Background: an optimization exercise with open tools, aiming at small area, a short achievable clock period and few clock cycles per item. Do not read the settings as production practice. RTL that was checked went through simulation tests only; none was proved equivalent to the original. Power and IR drop assume default switching activity.

// mlp_sequencer
module mlp_sequencer #(
   parameter int N1        = 98,
   parameter int N2        = 10,
   parameter int W_K       = 4,
   parameter int W_X       = 8,
   parameter int W_OUT     = 16,
   parameter int ACT_SHIFT = 4,
   parameter int OUT_SHIFT = 8
) (
   input  logic                         clk,
   input  logic                         rstn,
   input  logic                         s_valid,
   output logic                         s_ready,
   input  logic [W_X-1:0]               s_data,
   output logic                         m_valid,
   input  logic                         m_ready,
   output logic [W_OUT-1:0]             m_data,
   output logic                         busy,
   output logic [1:0]                   w_sel,
   output logic [$clog2(N2+1)-1:0]      w_neuron,
   output logic [$clog2(N1/2+1)-1:0]    w_idx,
   input  logic [W_K-1:0]               w_data,
   output logic [W_K-1:0]               tanh_idx,
   input  logic [W_OUT-1:0]             tanh_data
);
Size: about 230 flip-flops, roughly 67 I/O pins, roughly 0.0085 mm^2 of cells after synthesis.
export LEC_CHECK = 0
export CAP_MARGIN = 20
export CORE_MARGIN = 2
export CORE_UTILIZATION = 40
export CTS_BUF_LIST = sky130_fd_sc_hd__clkbuf_16
export CTS_CLUSTER_DIAMETER = 120
export CTS_CLUSTER_SIZE = 25
export PLACE_DENSITY = 0.8
export SETUP_SLACK_MARGIN = 4.45
export SLEW_MARGIN = 20
create_clock -name core_clock -period 8.0 [get_ports {clk}]
standard.sh (not shown) runs the stock make flow with config.mk's settings and CLKGATE_MAP_FILE= SYNTH_SCRIPT=/design/flow/synth_recipe.tcl, a recipe that flattens the netlist after the stock synthesis.
==> flow/flow/run.sh <==
#!/bin/bash
# Standard layout with two changes: port buffers are plain buf_1 cells, and
# after placement the reset port buffer keeps only the gates of s_ready and
# busy, while a new buffer drives the rest of the reset net (flow/iso.tcl).
set -e
export BUFFER_PORTS_ARGS="-buffer_cell sky130_fd_sc_hd__buf_1"
bash standard.sh place > standard_place.log 2>&1
RES=$PWD/orfs/results/sky130hd/mlp_sequencer/base
RES=$RES OUT=$RES/3_place.odb openroad -no_init -exit flow/iso.tcl > iso.log 2>&1
bash standard.sh finish > standard_finish.log 2>&1
Other scripts of this flow, unchanged in this note and not shown: flow/flow/iso.tcl
Testbench counts at the start, summed over its fixed seeds: cycles 89,766, items 96.
Change:
--- a/flow/design.v
+++ b/flow/design.v
@@ -105,28 +105,36 @@
    logic [ACC2_W:0] c_sum;
    localparam int CPA_W = ACC2_W + 1;
    logic [CPA_W-1:0] k_a, k_b, k_g0, k_p0;
    logic [CPA_W-1:0] k_G, k_P;
    assign k_a  = {c_s, r_neg1};
    assign k_b  = {c_c[ACC2_W-2:0], r_neg1, r_neg1};
    assign k_g0 = k_a & k_b;
    assign k_p0 = k_a ^ k_b;
    always_comb begin
       k_G = k_g0;
       k_P = k_p0;
-      for (int d = 1; d < CPA_W; d = d * 2)
-         for (int i = 0; i < CPA_W; i++)
-            if ((i / d) % 2 == 1) begin
-               k_G[i] = k_G[i] | (k_P[i] & k_G[(i / d) * d - 1]);
-               k_P[i] = k_P[i] & k_P[(i / d) * d - 1];
-            end
+      for (int i = 1; i < CPA_W; i = i + 2) begin
+         k_G[i] = k_G[i] | (k_P[i] & k_G[i - 1]);
+         k_P[i] = k_P[i] & k_P[i - 1];
+      end
+      for (int d = 2; d < CPA_W; d = d * 2)
+         for (int i = CPA_W - 1; i >= 0; i--)
+            if (i % 2 == 1 && i - d >= 0) begin
+               k_G[i] = k_G[i] | (k_P[i] & k_G[i - d]);
+               k_P[i] = k_P[i] & k_P[i - d];
+            end
+      for (int i = 2; i < CPA_W; i = i + 2) begin
+         k_G[i] = k_G[i] | (k_P[i] & k_G[i - 1]);
+         k_P[i] = k_P[i] & k_P[i - 1];
+      end
    end
    assign c_sum  = k_p0 ^ {k_G[CPA_W-2:0], 1'b0};
    assign w_sum  = c_sum[ACC2_W:1];
    always_comb begin
       w_sh = w_tap >>> ACT_SHIFT;
       if (w_sh > T_MAX)      w_t = W_K'(2 ** W_K - 1);
       else if (w_sh < T_MIN) w_t = '0;
       else                   w_t = W_K'(w_sh) ^ W_K'(2 ** (W_K - 1));
    end
    always_ff @(posedge clk) begin
       r_ring <= {w_sum[ACC1_W-1:0], r_ring[N2*ACC1_W-1:ACC1_W]};
Area after synthesis increases slightly; utilization increases by 2.1 points; die area increases slightly; wire length increases by a few percent; combinational power decreases by a few percent; critical path depth increases by 11; clock power barely changes; total power decreases slightly; global-route usage stays flat; non-clock buffer count increases by 22; clock skew decreases by 0.0039 ns.
For the second run of this note, only the layout was checked, not whether the RTL still works.

## what the ideal ports hide
The flow's constraints put no driver on any port. The routed layouts listed below were extracted and timed again, unchanged, in two steps. Step 1 (the two cells are an assumption about what drives the block):
set clk [get_ports {clk}]
set_driving_cell -lib_cell sky130_fd_sc_hd__clkbuf_16 $clk
set_driving_cell -lib_cell sky130_fd_sc_hd__buf_2 [delete_from_list [all_inputs] $clk]
Step 2 adds t to the input delays and takes it off the output delays; t is the mean of the earliest and latest rising clock arrival at the registers after step 1. Input paths then give back, and output paths get back, about the clock's delay inside the block. Three values: ideal ports, drivers, drivers and shift; two values: the first two.
| run | t, ns | setup WS [ns] | clock arrival spread, ns | slew at the worst register clock pin (ns) | cell pins on the clock port's net |
|---|---|---|---|---|---|
| the first run | 0.514 | 4.432 / 4.385 / 4.385 | 0.029 / 0.028 | 0.11 / 0.11 | 1 |
| the second run | 0.497 | 4.410 / 4.410 / 4.410 | 0.026 / 0.025 | 0.10 / 0.10 | 1 |
After both steps setup and hold are still met in every run listed. The setup slack of the first run, which loses most, moves by -0.047 ns with the drivers and by -0.047 ns with both steps.
